Source: an optimization exercise on an open RTL-to-GDS flow (aim: small area, a short achievable clock period and few clock cycles per item). Production flows keep margins and buffers that such runs may drop. In this exercise RTL edits were held to simulation tests only and were not proved equivalent to the original.

--- flow/design.v ---
module muldiv_iter #(
  parameter int unsigned XLEN          = 32,
  parameter int unsigned MUL_ITERATIVE = 0
) (
  input  logic            clk_i,
  input  logic            rst_ni,
  input  logic            valid_i,
  output logic            ready_o,
  input  logic [2:0]      op_i,
  input  logic [XLEN-1:0] a_i,
  input  logic [XLEN-1:0] b_i,
  input  logic            kill_i,
  output logic            valid_o,
  input  logic            ready_i,
  output logic [XLEN-1:0] result_o,
  output logic            busy_o
);
  localparam int unsigned CW = $clog2(XLEN);
  localparam logic [2:0] OP_MUL    = 3'b000;
  localparam logic [2:0] OP_MULH   = 3'b001;
  localparam logic [2:0] OP_MULHSU = 3'b010;
  localparam logic [2:0] OP_DIV    = 3'b100;
  localparam logic [2:0] OP_REM    = 3'b110;
  localparam logic [XLEN-1:0] MIN_INT = {1'b1, {(XLEN-1){1'b0}}};
  typedef enum logic [1:0] {
    S_IDLE,
    S_MUL,
    S_DIV,
    S_DONE
  } state_e;
  state_e          state_q, state_d;
  logic [2:0]      op_q, op_d;
  logic            sa_q, sa_d;
  logic            sb_q, sb_d;
  logic [XLEN-1:0] bm_q, bm_d;
  logic [XLEN-1:0] hi_q, hi_d;
  logic [XLEN-1:0] lo_q, lo_d;
  logic [CW-1:0]   cnt_q, cnt_d;
  logic [XLEN-1:0] result_q, result_d;
  logic            a_neg_in, b_neg_in;
  logic [XLEN-1:0] a_mag_in, b_mag_in;
  logic            b_zero_in, ovf_in;
  logic [2*XLEN-1:0] prod_fast;
  logic [2*XLEN-1:0] prod_fast_fin;
  logic [XLEN:0]     mul_sum;
  logic [XLEN-1:0]   mul_hi, mul_lo;
  logic [2*XLEN-1:0] mul_fin;
  logic [XLEN:0]   div_shift;
  logic            div_ge;
  logic [XLEN-1:0] div_diff;
  logic [XLEN-1:0] div_hi, div_lo;
  logic [XLEN-1:0] quo_fin, rem_fin;
  function automatic logic [XLEN-1:0] pick_half(input logic [2:0] op,
                                                input logic [2*XLEN-1:0] p);
    pick_half = (op == OP_MUL) ? p[XLEN-1:0] : p[2*XLEN-1:XLEN];
  endfunction
  always_comb begin
    a_neg_in  = a_i[XLEN-1] & ((op_i == OP_MULH) | (op_i == OP_MULHSU) |
                               (op_i == OP_DIV)  | (op_i == OP_REM));
    b_neg_in  = b_i[XLEN-1] & ((op_i == OP_MULH) | (op_i == OP_DIV) |
                               (op_i == OP_REM));
    a_mag_in  = a_neg_in ? (~a_i + 1'b1) : a_i;
    b_mag_in  = b_neg_in ? (~b_i + 1'b1) : b_i;
    b_zero_in = (b_i == '0);
    ovf_in    = ((op_i == OP_DIV) | (op_i == OP_REM)) &
                (a_i == MIN_INT) & (b_i == {XLEN{1'b1}});
  end
  generate
    if (MUL_ITERATIVE == 0) begin : g_fast_mul
      assign prod_fast = {{XLEN{1'b0}}, a_mag_in} * {{XLEN{1'b0}}, b_mag_in};
    end else begin : g_no_fast_mul
      assign prod_fast = '0;
    end
  endgenerate
  assign prod_fast_fin = (a_neg_in ^ b_neg_in) ? (~prod_fast + 1'b1) : prod_fast;
  always_comb begin
    mul_sum = {1'b0, hi_q} + {1'b0, (lo_q[0] ? bm_q : {XLEN{1'b0}})};
    mul_hi  = mul_sum[XLEN:1];
    mul_lo  = {mul_sum[0], lo_q[XLEN-1:1]};
    mul_fin = (sa_q ^ sb_q) ? (~{mul_hi, mul_lo} + 1'b1) : {mul_hi, mul_lo};
    div_shift = {hi_q, lo_q[XLEN-1]};
    div_ge    = (div_shift >= {1'b0, bm_q});
    div_diff  = div_shift[XLEN-1:0] - bm_q;
    div_hi    = div_ge ? div_diff : div_shift[XLEN-1:0];
    div_lo    = {lo_q[XLEN-2:0], div_ge};
    quo_fin   = (sa_q ^ sb_q) ? (~div_lo + 1'b1) : div_lo;
    rem_fin   = sa_q ? (~div_hi + 1'b1) : div_hi;
  end
  always_comb begin
    state_d  = state_q;
    op_d     = op_q;
    sa_d     = sa_q;
    sb_d     = sb_q;
    bm_d     = bm_q;
    hi_d     = hi_q;
    lo_d     = lo_q;
    cnt_d    = cnt_q;
    result_d = result_q;
    case (state_q)
      S_IDLE: begin
        if (valid_i) begin
          op_d = op_i;
          sa_d = a_neg_in;
          sb_d = b_neg_in;
          bm_d = b_mag_in;
          hi_d = '0;
          lo_d = a_mag_in;
          if (!op_i[2]) begin
            if (MUL_ITERATIVE != 0) begin
              state_d = S_MUL;
              cnt_d   = CW'(XLEN - 1);
            end else begin
              result_d = pick_half(op_i, prod_fast_fin);
              state_d  = S_DONE;
            end
          end else if (b_zero_in) begin
            result_d = op_i[1] ? a_i : {XLEN{1'b1}};
            state_d  = S_DONE;
          end else if (ovf_in) begin
            result_d = op_i[1] ? {XLEN{1'b0}} : MIN_INT;
            state_d  = S_DONE;
          end else begin
            state_d = S_DIV;
            cnt_d   = CW'(XLEN - 1);
          end
        end
      end
      S_MUL: begin
        hi_d = mul_hi;
        lo_d = mul_lo;
        if (cnt_q == '0) begin
          result_d = pick_half(op_q, mul_fin);
          state_d  = S_DONE;
        end else begin
          cnt_d = cnt_q - 1'b1;
        end
      end
      S_DIV: begin
        hi_d = div_hi;
        lo_d = div_lo;
        if (cnt_q == '0) begin
          result_d = op_q[1] ? rem_fin : quo_fin;
          state_d  = S_DONE;
        end else begin
          cnt_d = cnt_q - 1'b1;
        end
      end
      S_DONE: begin
        if (ready_i) begin
          state_d = S_IDLE;
        end
      end
      default: begin
        state_d = S_IDLE;
      end
    endcase
    if (kill_i) begin
      state_d  = S_IDLE;
      cnt_d    = '0;
      result_d = '0;
    end
  end
  always_ff @(posedge clk_i) begin
    if (!rst_ni) begin
      state_q  <= S_IDLE;
      op_q     <= '0;
      sa_q     <= 1'b0;
      sb_q     <= 1'b0;
      bm_q     <= '0;
      hi_q     <= '0;
      lo_q     <= '0;
      cnt_q    <= '0;
      result_q <= '0;
    end else begin
      state_q  <= state_d;
      op_q     <= op_d;
      sa_q     <= sa_d;
      sb_q     <= sb_d;
      bm_q     <= bm_d;
      hi_q     <= hi_d;
      lo_q     <= lo_d;
      cnt_q    <= cnt_d;
      result_q <= result_d;
    end
  end
  assign ready_o  = (state_q == S_IDLE) & rst_ni;
  assign busy_o   = (state_q != S_IDLE);
  assign valid_o  = (state_q == S_DONE);
  assign result_o = result_q;
endmodule
--- flow/run.sh ---
#!/bin/bash
# synth_recipe.tcl (not shown) runs the flow's synth.tcl, then flattens the netlist and writes it again
# the make line also repeats each setting of config.mk as NAME=value (left out here)
make -C /OpenROAD-flow-scripts/flow DESIGN_CONFIG=/design/flow/config.mk WORK_HOME=/design/flow/orfs CLKGATE_MAP_FILE= SYNTH_SCRIPT=/design/flow/synth_recipe.tcl finish
--- flow/config.mk ---
export PLATFORM = sky130hd
export DESIGN_NAME = muldiv_iter
export DESIGN_NICKNAME = muldiv_iter
export VERILOG_FILES = /design/flow/design.v
export SDC_FILE = /design/flow/constraint.sdc
export NUM_CORES = 4
export LEC_CHECK = 0
export CAP_MARGIN = 20
export CORE_MARGIN = 2
export CORE_UTILIZATION = 40
export SLEW_MARGIN = 20
--- flow/constraint.sdc ---
create_clock -name core_clock -period 13.5 [get_ports {clk_i}]
set_input_delay 2.7000 -clock core_clock [delete_from_list [all_inputs] [get_ports {clk_i}]]
set_output_delay 2.7000 -clock core_clock [all_outputs]
set_load 0.01 [all_outputs]
==> Implementation_results.wiki <==
{| class="wikitable"
! Metric !! Value
|-
| Run status || complete, no violations
|-
| Count of fill cells added during filler insertion || 12.7k
|-
| Buffer cell driving the clock tree root || clkbuf_16
|-
| Number of instances in the synthesized netlist || 6567
|-
| Startpoint types || input pin
|-
| Max-cap violation count || 0
|-
| Area inside the core boundary || 129000 um2
|-
| Largest net degree at the start of global routing || 104
|-
| Crit path DAT || 13.64 ns
|-
| Number of clock sinks || 140
|-
| Worst clock skew || 0.0211 ns
|-
| Area leader, netlist || fa_1
|-
| Proportion of synthesized flip-flops having asynchronous set or reset || 0%
|-
| Clock tree from TritonCTS || done
|-
| Mean routed wirelength per cell || 25.7 um
|-
| DRC errors left || 0
|-
| Endpoint kind of the worst setup timing path || flop
|-
| Buffers on Ports || 106
|-
| Share of synthesized area occupied by flip-flops and latches || 5.41%
|-
| Cells taking the most area after synthesis || fa_1 35%, ha_1 8.3%, inv_1 7.0%
|-
| Number of enable flip-flop cells after synthesis || 0
|-
| Row cnt || 132
|-
| Number of unique standard cell types used by synthesis || approximately 110
|-
| Total overflow reported by the global router || 0
|-
| Insertion delay to the later sink of the worst-skew pair || 0.49 ns
|-
| Final critical delay including setup and external delays || around 13 ns
|-
| Die Ht || between 300 and 400 um
|-
| CTS clock-pin slew for the worst setup and hold paths || 0.08 ns
|-
| Cell types with the highest counts after synthesis || 961 x inv_1, 898 x fa_1, 864 x nand2_1
|-
| Minimum setup slack after placement || -0.715 ns
|-
| Final worst slack || 0.275 ns
|-
| Total wirelength of the detailed-routed design || 229000 um
|-
| Required time reported for the critical path endpoint || 13.92 ns
|-
| Synthesized net count || roughly 8k
|-
| Via count || 50.9k
|-
| Count of routing violations after the opening detailed-route iteration || approximately 5.0k
|-
| Maximum fanout count along the critical path || 5
|-
| Average via count per standard cell || 5.71
|-
| Detailed Place HPWL || 194000 um
|-
| Delay of the slowest critical-path stage || between 0.5 and 0.6 ns
|-
| Slack of the worst reg-to-reg path || 7.32 ns
|-
| Cell with the most instances after synthesis || inv_1
|-
| Worst slew pin tran || 1.12 ns
|-
| Inserted Clock Buffers || 17
|-
| CTS HTree Levels || 4
|-
| Chip width || 364 um
|-
| Upper clock frequency limit || 0.0756 GHz
|-
| Mapped Avg Cell Area || 7.88 um2
|-
| Ys Warns || 1
|-
| Total number of nets in the final design || roughly 8.5k
|-
| Setup Viol. Count Final || 0
|-
| Gr usage total || 34.6%
|-
| Initial Utilization || ~40%
|-
| Relative slew margins || 24.9%
|-
| Weighted congestion at the end of routability-driven global placement || 1.02
|-
| Maximum count of clock buffers along a single path || 2
|-
| Area growth from synthesis to layout || 19.9%
|-
| Critical path's most frequent cell || fa_1
|-
| Primary FF master, synth || dfxtp_1
|-
| Post-CTS Hold Fix Bufs || 0
|-
| Critical Setup Path Class || input pin to flop
|-
| Total standard cell area after synthesis || just over 50000 um2
|-
| Number of flip-flops and latches in the synthesized netlist || 140
|-
| First-pass iteration count of the detailed router || 6
|-
| Area enclosed by the die boundary || 132000 um2
|-
| Fraction of final layout cells with drive strength greater than 1 || 15.5%
|-
| Type of the tightest min-delay check || flop to flop
|-
| Share of Yosys cell area claimed by the top area cell type || about a third
|-
| Io pins || 107
|-
| Wire length of the first global-routing pass || 338000 um
|-
| Via count of the first global-routing pass || approximately 51k
|-
| Worst path slowest cell || fa_1
|-
| Share of the cycle needed by the critical path after routing || between 90% and 100%
|-
| Final-report max-slew violation count || 0
|-
| Total Neg Setup Slack || 0 ns
|-
| Remaining antenna violation count || 0
|-
| Number of antenna violations at the first check in global routing || 6
|-
| Number of hold violations in the final report || 0
|}
through the flow:
| step | hold WS [ns] | util [%] | cells | instance area [um2] |
|---|---|---|---|---|
| floorplan | 0.443 | - | 6567 | 51800 |
| global placement | 0.446 | 47.4 | 8876 | 61100 |
| detailed placement | 0.447 | 47.4 | 8876 | 61100 |
| CTS | 0.460 | 47.9 | 8910 | 61700 |
| global route | 0.471 | 48.1 | 8917 | 62100 |
| finish | 0.465 | 48.1 | 8917 | 62100 |
flip-flops by register name, summed over array words and instances (netlist names):
name,flops
state_q,2
bm_q,32
cnt_q,5
lo_q,32
op_q,3
result_q,32
hi_q,32
sa_q,1
sb_q,1
critical path, delay by kind of cell:
| family | cells | cell delay (ns) |
|---|---|---|
| buffers and inverters | 9 | 1.81 |
| adder cells (fa/ha/maj) | 9 | 4.43 |
| AO/OA/AOI/OAI | 8 | 1.84 |
| XOR/XNOR | 2 | 0.66 |
| AND/OR/NAND/NOR | 8 | 2.17 |
worst paths after layout:
kind | from | to | cells after the start
worst max-delay path | a_i[11] | result_q[27] | 36
worst min-delay path | result_q[2] | result_q[2] | 2
worst max register to register | bm_q[8] | result_q[30] | 20
worst min register to register | result_q[2] | result_q[2] | 2
final cells by class:
| class | count | area [um2] | area share [%] |
|---|---|---|---|
| flip-flops and latches | 140 | 2800 | 4.52 |
| clock buffers | 19 | 453 | 0.730 |
| diodes | 2 | 5.00 | 0.00806 |
| clock inverters | 13 | 124 | 0.200 |
| well taps | 1742 | 2180 | 3.51 |
| repair buffers | 972 | 8160 | 13.1 |
| inverters | 964 | 3620 | 5.83 |
| multi-input cells | 5065 | 44700 | 72.1 |
layer usage:
metal | global-route usage (%) | share of wire, % | vias up
met1 | 43.9 | 39 | 25400
met5 | 0 | 0.018 | -
met2 | 55.8 | 46 | 2493
met3 | 4.88 | 7.7 | 606
li1 | - | - | 22400
met4 | 21.0 | 7.3 | 6
cells by family (layout without fill, tap and decap cells):
kind of cell	Yosys count	after routing	synth area share, %
compound gates	1182	1182	15.5
simple gates	2247	2247	19.3
fa+ha+maj	1240	1240	43.0
other cells	0	2	0
flops	140	140	5.41
buf+inv	1362	1968	9.99
xor+xnor	358	358	6.07
mux	38	38	0.747
layout by cell type, fill, tap and decap left out, types with 20 or more instances in the layout:
cell,synthesis,layout
o211ai_1,82,82
nor2_1,818,815
a21oi_1,260,256
buf_12,0,46
nand2_1,864,860
a21boi_0,47,47
or4_1,21,20
nor2b_1,48,47
o21a_1,39,39
nor3_1,78,74
o31ai_1,37,35
xor2_2,0,27
clkdlybuf4s50_1,0,97
dfxtp_1,140,140
o21ai_1,24,32
or3_1,46,46
nand4_1,57,57
and2_1,56,54
a31oi_1,38,38
xnor2_1,202,154
fa_1,898,898
o21ai_0,235,225
xor2_1,155,127
nand3_1,51,50
inv_1,961,961
mux2i_1,33,32
ha_1,342,336
and3_1,33,33
nand2b_1,49,48
a211oi_1,38,37
a22oi_1,74,74
buf_4,3,812
a21o_1,42,42
xnor2_2,1,47
o211a_1,28,28
what timing repair did:
item                                    CTS  global route
setup buffers                             2             5
pin swaps                                 6            15
gates resized for setup                  21            67
endpoints found under the setup margin   16            32
Testbench counts, summed over its fixed seeds: cycles 143,968, items 8,000.

-- static timing again, ports no longer ideal --
The results above use ideal ports. As a check the final layout listed here was re-extracted and re-timed, cells and wires unchanged.
Step 1 sets driving cells, clkbuf_16 on the clock port and buf_2 on the other inputs (assumed; they add their load-dependent delay and slew).
Step 2 also shifts input and output timing later by t, the mid clock arrival at the registers, as if the neighbouring blocks saw the same clock.
Three values: ideal, step 1, step 2; two values: the first two.
shift t [ns]: 0.544
setup WS [ns]: 0.275 / 0.299 / -0.244
worst hold slack (ns): 0.465 / 0.465 / 0.465
worst register clock-pin slew, ns: 0.08 / 0.08
With both steps, setup timing fails in this run, where it was met with ideal ports. For this run, drivers alone change the setup slack by +0.024 ns; drivers and shift together by -0.519 ns.
